This design comes from an exercise in tuning for small area, a short achievable clock period and few clock cycles per item on the open sky130 flow, not from production work. Where RTL was checked, it was by simulation tests only, not by an equivalence proof against the original.

==> inputs of run G <==
Design ray_box_slab_test, start of the top module:
module ray_box_slab_test (
	input  logic                                 clk,
	input  logic                                 arst_n,
	input  logic                                 cfg_we,
	input  logic [rbst_pkg::IDX_W-1:0]           cfg_index,
	input  logic [rbst_pkg::COORD_W-1:0]         cfg_wdata,
	input  logic                                 s_tvalid,
	output logic                                 s_tready,
	input  logic [8*rbst_pkg::IN_BYTES-1:0]      s_tdata,
	output logic                                 m_tvalid,
	input  logic                                 m_tready,
	output logic [8*rbst_pkg::OUT_BYTES-1:0]     m_tdata
);
	localparam int AX   = rbst_pkg::AXES;
	localparam int LN   = rbst_pkg::LANES;
	localparam int RW   = rbst_pkg::RW;
	localparam int DW   = rbst_pkg::DW;
	localparam int TW   = rbst_pkg::TW;
	localparam int NST  = rbst_pkg::NST;
	localparam int NC   = rbst_pkg::NCMP;
	localparam int LAT  = rbst_pkg::FRONT_LAT + NST + 1;
	localparam int QD   = LAT + 2;
	localparam int CNTW = 5;    
	logic [AX*32-1:0] lo_q, hi_q;
	logic [15:0]      eps_q;
	always_ff @(posedge clk or negedge arst_n) begin
  ...
Settings: LEC_CHECK=0, CAP_MARGIN=20, CORE_MARGIN=2, CORE_UTILIZATION=40, CTS_CLUSTER_DIAMETER=60, CTS_CLUSTER_SIZE=30, SETUP_SLACK_MARGIN=4.5, SLEW_MARGIN=20; clock period 8.0 ns.
run.sh (not shown) runs the stock make flow with config.mk's settings and CLKGATE_MAP_FILE= SYNTH_SCRIPT=/design/flow/synth_recipe.tcl, a recipe that flattens the netlist after the stock synthesis.
==> run X (differences from run G) <==
CTS_CLUSTER_DIAMETER = unset   (was 60)
CTS_CLUSTER_SIZE = unset   (was 30)
==> impl_results.md <==
- CP max FO: 6
- Met2 GRT Util: ~44%
- Fraction of area in multi-input gates: 51.1%
- Final net count: 64600
- Clock Skew: 0.166 ns
- Clock buffers: 874
- Cell count along the critical path: 16
- Run status: finished clean
- CP startpoint: c_st[2270]
# the run above: run G

==> impl_results.md <==
- Run status: failed layout checks
- SO Viols: antenna violations
- Final net count: about 65000
- Post-route ant nets: 1
- CP startpoint: s_st[3352]
- Clock Skew: approximately 0.11 ns
# the run above: run X

No run of this note included a check of the RTL's function; only the layout flow was run.

* * *

==> pepper <==
ray_box_slab_test, a different RTL version from the one above (not shown whole).
==> flow/design.v (excerpt) <==
module ray_box_slab_test (
	input  logic                                 clk,
	input  logic                                 arst_n,
	input  logic                                 cfg_we,
	input  logic [rbst_pkg::IDX_W-1:0]           cfg_index,
	input  logic [rbst_pkg::COORD_W-1:0]         cfg_wdata,
	input  logic                                 s_tvalid,
	output logic                                 s_tready,
	input  logic [8*rbst_pkg::IN_BYTES-1:0]      s_tdata,
	output logic                                 m_tvalid,
	input  logic                                 m_tready,
	output logic [8*rbst_pkg::OUT_BYTES-1:0]     m_tdata
);
	localparam int AX   = rbst_pkg::AXES;
	localparam int LN   = rbst_pkg::LANES;
	localparam int RW   = rbst_pkg::RW;
	localparam int DW   = rbst_pkg::DW;
	localparam int TW   = rbst_pkg::TW;
	localparam int NST  = rbst_pkg::NST;
	localparam int NC   = rbst_pkg::NCMP;
	localparam int LAT  = rbst_pkg::FRONT_LAT + NST + 2;
	localparam int QD   = LAT + 2;
	localparam int CNTW = 5;    
	logic [AX*32-1:0] lo_q, hi_q;
	logic [15:0]      eps_q;
	always_ff @(posedge clk or negedge arst_n) begin
		if (!arst_n) begin
  ...
export LEC_CHECK = 0
export CAP_MARGIN = 20
export CORE_MARGIN = 2
export CORE_UTILIZATION = 40
export SETUP_SLACK_MARGIN = 4.5
export SLEW_MARGIN = 20
export TNS_END_PERCENT = 0
create_clock -name core_clock -period 8.0 [get_ports {clk}]
==> raven: changes against pepper <==
--- a/flow/design.v
+++ b/flow/design.v
@@ -4,19 +4,21 @@
 	localparam int EPS_W     = 16;
 	localparam int AXES      = 3;
 	localparam int LANES     = 2 * AXES;
 	localparam int IDX_W     = 3;
 	localparam int IN_BYTES  = 24;
 	localparam int OUT_BYTES = 1;
 	localparam int RW        = 33;
+	localparam int TB        = 7;     
+	localparam int LW        = RW - TB;
 	localparam int DW        = 31;
 	localparam int TW        = 16;    
 	localparam int NST       = 16;    
 	localparam int NCMP      = AXES * AXES + AXES;
-	localparam int FRONT_LAT = 2;
+	localparam int FRONT_LAT = 3;
 	localparam logic [IDX_W-1:0] REG_LOW_X  = 3'd0;
 	localparam logic [IDX_W-1:0] REG_LOW_Y  = 3'd1;
 	localparam logic [IDX_W-1:0] REG_LOW_Z  = 3'd2;
 	localparam logic [IDX_W-1:0] REG_HIGH_X = 3'd3;
 	localparam logic [IDX_W-1:0] REG_HIGH_Y = 3'd4;
 	localparam logic [IDX_W-1:0] REG_HIGH_Z = 3'd5;
 	localparam logic [IDX_W-1:0] REG_EPS    = 3'd6;
@@ -35,31 +37,24 @@
 	output logic [rbst_pkg::LANES-1:0]                    cneg_o,   
 	output logic                                          blk_o     
 );
 	localparam int AX = rbst_pkg::AXES;
 	localparam int LN = rbst_pkg::LANES;
 	localparam int TW = rbst_pkg::TW;
 	localparam int DW = rbst_pkg::DW;
-	logic [AX*2*33-1:0] nm_1;
-	logic [AX*2-1:0]    nn_1, nz_1;
+	logic [AX*2*33-1:0] n_1;
 	logic [AX*32-1:0]   dmag_1;
 	logic [AX*5-1:0]    sh_1;
 	logic [AX-1:0]      dneg_1, dzero_1, inslab_1;
 	for (genvar a = 0; a < AX; a++) begin : g_f1
 		wire signed [31:0] o_a = org[a*32 +: 32];
 		wire signed [31:0] d_a = dir[a*32 +: 32];
 		for (genvar e = 0; e < 2; e++) begin : g_face
-			wire signed [31:0] f   = e ? hi[a*32 +: 32] : lo[a*32 +: 32];
-			wire        [32:0] fmo = {f[31], f} - {o_a[31], o_a};
-			wire        [32:0] omf = {o_a[31], o_a} - {f[31], f};
-			always_ff @(posedge clk) begin
-				nm_1[(2*a+e)*33 +: 33] <= fmo[32] ? omf : fmo;
-				nn_1[2*a+e]            <= fmo[32];
-				nz_1[2*a+e]            <= (f == o_a);
-			end
+			wire signed [31:0] f = e ? hi[a*32 +: 32] : lo[a*32 +: 32];
+			always_ff @(posedge clk) n_1[(2*a+e)*33 +: 33] <= {f[31], f} - {o_a[31], o_a};
 		end
 		wire [31:0] dm = d_a[31] ? 32'(-d_a) : d_a;
 		logic [4:0] lz;
 		always_comb begin
 			lz = 5'd0;
 			for (int i = 0; i < 32; i++)
 				if (dm[i]) lz = 5'(31 - i);
@@ -68,58 +63,81 @@
 			dneg_1[a]          <= d_a[31];
 			dzero_1[a]         <= (d_a == '0);
 			inslab_1[a]        <= ($signed(lo[a*32 +: 32]) <= o_a) && (o_a <= $signed(hi[a*32 +: 32]));
 			dmag_1[a*32 +: 32] <= dm;
 			sh_1[a*5 +: 5]     <= lz;
 		end
 	end
+	logic [LN*33-1:0] nm_2;
+	logic [LN-1:0]    ngt_2;
+	logic [AX-1:0]    dzero_2;
+	logic [AX*32-1:0] dmag_2;
+	logic [AX*5-1:0]  sh_2;
+	logic             blk_2;
 	for (genvar a = 0; a < AX; a++) begin : g_f2
 		wire [31:0] dm = dmag_1[a*32 +: 32];
-		wire [4:0]  sh = sh_1[a*5 +: 5];
-		wire [31:0] dn = dm << sh;
-		always_ff @(posedge clk) den_o[a*DW +: DW] <= dn[DW-1:0];
+		always_ff @(posedge clk) begin
+			dmag_2[a*32 +: 32] <= dm;
+			sh_2[a*5 +: 5]     <= sh_1[a*5 +: 5];
+			dzero_2[a]         <= dzero_1[a];
+		end
 		for (genvar e = 0; e < 2; e++) begin : g_lane
 			localparam int L = 2 * a + e;
 			wire        fsel = dneg_1[a] ^ (e == 1);
-			wire [32:0] nm   = fsel ? nm_1[(2*a+1)*33 +: 33] : nm_1[(2*a)*33 +: 33];
-			wire        nn   = fsel ? nn_1[2*a+1] : nn_1[2*a];
-			wire        nz   = fsel ? nz_1[2*a+1] : nz_1[2*a];
-			wire        ngt  = !nz && (nn ^ dneg_1[a]);
-			wire [63:0] zf   = {31'b0, nm} << sh;
-			wire        sat  = {15'b0, nm} >= {dm, 15'b0};
-			wire        nrm  = !dzero_1[a] && !sat;
+			wire [32:0] n    = fsel ? n_1[(2*a+1)*33 +: 33] : n_1[(2*a)*33 +: 33];
+			wire [32:0] nm   = n[32] ? 33'(-n) : n;
+			wire        ngt  = (n != '0) && (n[32] ^ dneg_1[a]);
+			always_ff @(posedge clk) begin
+				nm_2[L*33 +: 33] <= nm;
+				ngt_2[L]         <= ngt;
+			end
+		end
+	end
+	always_ff @(posedge clk) blk_2 <= |(dzero_1 & ~inslab_1);
+	for (genvar a = 0; a < AX; a++) begin : g_f3
+		wire [4:0]  sh = sh_2[a*5 +: 5];
+		wire [31:0] dn = dmag_2[a*32 +: 32] << sh;
+		always_ff @(posedge clk) den_o[a*DW +: DW] <= dn[DW-1:0];
+		for (genvar e = 0; e < 2; e++) begin : g_lane
+			localparam int L = 2 * a + e;
+			wire [32:0] nm  = nm_2[L*33 +: 33];
+			wire [63:0] zf  = {31'b0, nm} << sh;
+			wire        sat = {15'b0, nm} >= {dmag_2[a*32 +: 32], 15'b0};
 			always_ff @(posedge clk) begin
 				r0_o[L*31 +: 31]   <= zf[46:16];
 				tail_o[L*TW +: TW] <= zf[15:0];
-				nrm_o[L]           <= nrm;
-				ngt_o[L]           <= ngt;
-				cneg_o[L]          <= dzero_1[a] ? (e == 0) : ngt;
+				nrm_o[L]           <= !dzero_2[a] && !sat;
+				ngt_o[L]           <= ngt_2[L];
+				cneg_o[L]          <= dzero_2[a] ? (e == 0) : ngt_2[L];
 			end
 		end
 	end
-	always_ff @(posedge clk) blk_o <= |(dzero_1 & ~inslab_1);
+	always_ff @(posedge clk) blk_o <= blk_2;
 endmodule
 module rbst_div_lane (
-	input  logic [rbst_pkg::RW-1:0] s_in,
-	input  logic [rbst_pkg::RW-1:0] c_in,
+	input  logic [rbst_pkg::TB-1:0] t_in,     
+	input  logic [rbst_pkg::LW-1:0] s_in,     
+	input  logic [rbst_pkg::LW-1:0] c_in,     
 	input  logic [rbst_pkg::DW-1:0] d,
 	input  logic [1:0]              bb,
-	output logic [rbst_pkg::RW-1:0] s_out,
-	output logic [rbst_pkg::RW-1:0] c_out,
+	output logic [rbst_pkg::TB-1:0] t_out,
+	output logic [rbst_pkg::LW-1:0] s_out,
+	output logic [rbst_pkg::LW-1:0] c_out,
 	output logic                    p2,      
 	output logic                    p1,      
 	output logic                    n1,      
 	output logic                    n2       
 );
 	localparam int RW = rbst_pkg::RW;
-	wire [RW-1:0] si = ~s_in;
-	wire [RW-1:0] ci = ~c_in;
-	logic [6:0] y;
+	localparam int TB = rbst_pkg::TB;
+	localparam int LW = rbst_pkg::LW;
+	wire [LW-1:0] si = ~s_in;
+	wire [LW-1:0] ci = ~c_in;
+	wire [6:0] y = t_in;
 	logic [3:0] q;
-	assign y = si[RW-1:RW-7] + ci[RW-1:RW-7];
 	always_comb begin
 		case ({d[30:28], y})
 			10'h000: q = 4'b0000;
 			10'h001: q = 4'b0000;
 			10'h002: q = 4'b0000;
 			10'h003: q = 4'b0100;
 			10'h004: q = 4'b0100;
@@ -1152,19 +1170,22 @@
 	wire [RW-1:0] d1 = {1'b0, 1'b1, d};
 	wire [RW-1:0] d2 = {1'b1, d, 1'b0};
 	wire          ps = p1 || p2;
 	logic [RW-1:0] m;
 	for (genvar j = 0; j < RW; j++) begin : g_m
 		assign m[j] = (d1[j] ? n1 : p1) | (d2[j] ? n2 : p2);
 	end
-	wire [RW-1:0] a  = {si[RW-3:0], bb};
-	wire [RW-1:0] b  = {ci[RW-3:0], 2'b00};
+	wire [RW-1:0] a  = {t_in[TB-3:0], si, bb};
+	wire [RW-1:0] b  = {{(TB-2){1'b0}}, ci, 2'b00};
 	wire [RW-1:0] mj = (a & b) | (a & m) | (b & m);
-	assign s_out = ~(a ^ b ^ m);
-	assign c_out = ~{mj[RW-2:0], ps};
+	wire [RW-1:0] sn = a ^ b ^ m;
+	wire [RW-1:0] cn = {mj[RW-2:0], ps};
+	assign t_out = sn[RW-1:LW] + cn[RW-1:LW];
+	assign s_out = ~sn[LW-1:0];
+	assign c_out = ~cn[LW-1:0];
 endmodule
 module rbst_cmp_step (
 	input  logic [2:0] d_in,
 	input  logic [2:0] a,
 	input  logic [2:0] b,
 	output logic [2:0] d_out
 );
@@ -1341,14 +1362,16 @@
 	output logic                                 m_tvalid,
 	input  logic                                 m_tready,
 	output logic [8*rbst_pkg::OUT_BYTES-1:0]     m_tdata
 );
 	localparam int AX   = rbst_pkg::AXES;
 	localparam int LN   = rbst_pkg::LANES;
 	localparam int RW   = rbst_pkg::RW;
+	localparam int TB   = rbst_pkg::TB;
+	localparam int LW   = rbst_pkg::LW;
 	localparam int DW   = rbst_pkg::DW;
 	localparam int TW   = rbst_pkg::TW;
 	localparam int NST  = rbst_pkg::NST;
 	localparam int NC   = rbst_pkg::NCMP;
 	localparam int LAT  = rbst_pkg::FRONT_LAT + NST + 2;
 	localparam int QD   = LAT + 2;
 	localparam int CNTW = 5;    
@@ -1396,49 +1419,54 @@
 		.tail_o (tail0),
 		.den_o  (den0),
 		.nrm_o  (nrm0),
 		.ngt_o  (ngt0),
 		.cneg_o (cneg0),
 		.blk_o  (blk0)
 	);
-	logic [(NST+1)*LN*RW-1:0] s_st, c_st;
+	logic [(NST+1)*LN*TB-1:0] tp_st;
+	logic [(NST+1)*LN*LW-1:0] s_st, c_st;
 	logic [(NST+1)*LN*TW-1:0] t_st;
 	logic [(NST+1)*AX*DW-1:0] d_st;
 	logic [(NST+1)*LN-1:0]    nrm_st, ngt_st, cmc_st;
 	logic [(NST+1)*NC*3-1:0]  cmp_st;
 	logic [NST:0]             blk_st;
 	logic [(NST+1)*LN*3-1:0]  pd_st;     
 	for (genvar l = 0; l < LN; l++) begin : g_in
-		assign s_st[l*RW +: RW] = ~{2'b00, r0[l*31 +: 31]};
-		assign c_st[l*RW +: RW] = '1;
+		assign tp_st[l*TB +: TB] = {2'b00, r0[l*31+LW +: 31-LW]};
+		assign s_st[l*LW +: LW]  = ~r0[l*31 +: LW];
+		assign c_st[l*LW +: LW]  = '1;
 	end
 	assign t_st[0 +: LN*TW]   = tail0;
 	assign d_st[0 +: AX*DW]   = den0;
 	assign nrm_st[0 +: LN]    = nrm0;
 	assign ngt_st[0 +: LN]    = ngt0;
 	assign cmc_st[0 +: LN]    = ~nrm0 & ~cneg0;
 	assign cmp_st[0 +: NC*3]  = '0;
 	assign blk_st[0]          = blk0;
 	assign pd_st[0 +: LN*3]   = '0;
 	for (genvar j = 0; j < NST; j++) begin : g_st
 		localparam int EP = (j >= 9) ? 32 - 2*j : 0;    
-		logic [LN*RW-1:0] s_n, c_n;
+		logic [LN*TB-1:0] t_n;
+		logic [LN*LW-1:0] s_n, c_n;
 		logic [LN*3-1:0]  dg;       
 		logic [NC*3-1:0]  cm_n;
 		for (genvar l = 0; l < LN; l++) begin : g_l
 			logic p2, p1, n1, n2, e2, e1, f1, f2;
 			wire  nrm = nrm_st[j*LN + l];
 			wire  ngt = ngt_st[j*LN + l];
 			rbst_div_lane u_div (
-				.s_in  (s_st[(j*LN+l)*RW +: RW]),
-				.c_in  (c_st[(j*LN+l)*RW +: RW]),
+				.t_in  (tp_st[(j*LN+l)*TB +: TB]),
+				.s_in  (s_st[(j*LN+l)*LW +: LW]),
+				.c_in  (c_st[(j*LN+l)*LW +: LW]),
 				.d     (d_st[(j*AX + l/2)*DW +: DW]),
 				.bb    ((j < 8) ? t_st[(j*LN+l)*TW + ((j < 8) ? 14-2*j : 0) +: 2] : 2'b00),
-				.s_out (s_n[l*RW +: RW]),
-				.c_out (c_n[l*RW +: RW]),
+				.t_out (t_n[l*TB +: TB]),
+				.s_out (s_n[l*LW +: LW]),
+				.c_out (c_n[l*LW +: LW]),
 				.p2    (p2),
 				.p1    (p1),
 				.n1    (n1),
 				.n2    (n2)
 			);
 			if (j == 0) begin : g_first
 				wire cneg = !nrm && !cmc_st[l];
@@ -1468,16 +1496,17 @@
 				.d_in  (cmp_st[(j*NC + 9+b)*3 +: 3]),
 				.a     (dq[(2*b+1)*3 +: 3]),
 				.b     ((j >= 9) ? {1'b0, eps_q[EP +: 2]} : 3'b000),
 				.d_out (cm_n[(9+b)*3 +: 3])
 			);
 		end
 		always_ff @(posedge clk) begin
-			s_st[(j+1)*LN*RW +: LN*RW] <= s_n;
-			c_st[(j+1)*LN*RW +: LN*RW] <= c_n;
+			tp_st[(j+1)*LN*TB +: LN*TB] <= t_n;
+			s_st[(j+1)*LN*LW +: LN*LW]  <= s_n;
+			c_st[(j+1)*LN*LW +: LN*LW]  <= c_n;
 			t_st[(j+1)*LN*TW +: LN*TW] <= t_st[j*LN*TW +: LN*TW];
 			d_st[(j+1)*AX*DW +: AX*DW] <= d_st[j*AX*DW +: AX*DW];
 			nrm_st[(j+1)*LN +: LN]     <= nrm_st[j*LN +: LN];
 			ngt_st[(j+1)*LN +: LN]     <= ngt_st[j*LN +: LN];
 			cmc_st[(j+1)*LN +: LN]     <= cmc_st[j*LN +: LN];
 			cmp_st[(j+1)*NC*3 +: NC*3] <= (j == 0) ? '0 : cm_n;
 			pd_st[(j+1)*LN*3 +: LN*3]  <= dg;
@@ -1486,15 +1515,17 @@
 	end
 	logic [LN-1:0]   wneg_q, nrm_q, ngt_q, cmc_q;
 	logic [NC*5-1:0] cv_n, cv_q;
 	logic            blk_q;
 	logic [LN-1:0]   cp, cn;
 	logic            hit_q;
 	for (genvar l = 0; l < LN; l++) begin : g_fin
-		wire [RW-1:0] w = ~s_st[(NST*LN+l)*RW +: RW] + ~c_st[(NST*LN+l)*RW +: RW];
+		wire [RW-1:0] w = {tp_st[(NST*LN+l)*TB +: TB], {LW{1'b0}}}
+		                + {{TB{1'b0}}, ~s_st[(NST*LN+l)*LW +: LW]}
+		                + {{TB{1'b0}}, ~c_st[(NST*LN+l)*LW +: LW]};
 		always_ff @(posedge clk) wneg_q[l] <= w[RW-1];
 		assign cp[l] = nrm_q[l] && wneg_q[l] && ngt_q[l];
 		assign cn[l] = (nrm_q[l] && wneg_q[l] && !ngt_q[l]) || cmc_q[l];
 	end
 	always_ff @(posedge clk) begin
 		nrm_q <= nrm_st[NST*LN +: LN];
 		ngt_q <= ngt_st[NST*LN +: LN];
- PLACE_DENSITY: unset -> 0.7
==> results_dict.tcl <==
set metrics [dict create \
    status "finished clean" \
    tapCellCount 15900 \
    yosysSeqAreaShare_pct 42.9 \
    cpPeakStageDelay_ns 0.55 \
    nNonClkInverters 4043 \
    synth_area_per_cell_um2 9.80 \
    netlist_area_mm2 0.479 \
    cp-endpoint "s_st[1100]" \
    routed_wl_um 1470000 \
]
The numbers above come from pepper.

==> results_dict.tcl <==
set metrics [dict create \
    cts_tree "yes" \
    yosysSeqAreaShare_pct 42.5 \
    holdPathStages 0 \
    final_cell_area_mm2 0.539 \
    netlist_area_mm2 0.476 \
    end_kind "flop" \
    synth_area_per_cell_um2 10.5 \
    cp-endpoint "u_front.n_1[96]" \
    status "finished clean" \
    initial_utilization_pct 40.1 \
]
The numbers above come from raven.

Testbench counts of pepper, summed over its fixed seeds: cycles 8,168, items 8,000.
Testbench counts of raven, summed over its fixed seeds: cycles 8,176, items 8,000.

-- re-timing with driven ports --
In the flow no input, the clock included, has a driving cell. The finished layouts below were timed again as built, in two steps.
Step 1: set_driving_cell puts a clkbuf_16 on clk and a buf_2 on each other input, an assumption about the parent block.
Step 2 also shifts input and output timing later by t, the mid clock arrival at the registers, as if the neighbouring blocks saw the same clock.
Slacks: no drivers / after step 1 / after step 2; pairs: no drivers / after step 1.
| run | shift t [ns] | setup WS [ns] | worst setup path after step 2 | worst register clock-pin slew, ns | cell pins on the clock port's net |
|---|---|---|---|---|---|
| run G | 1.394 | 3.835 / 3.835 / 3.057 | input to register | 0.11 / 0.11 | 1 |
| run X | 1.437 | 3.949 / 3.949 / 3.013 | input to register | 0.07 / 0.07 | 1 |
| pepper | 1.366 | 4.087 / 4.087 / 2.823 | input to register | 0.07 / 0.07 | 1 |
| raven | 1.263 | 4.256 / 4.305 / 3.125 | input to register | 0.07 / 0.07 | 1 |
For pepper, which loses most, drivers alone change the setup slack by 0.000 ns; drivers and shift together by -1.264 ns.
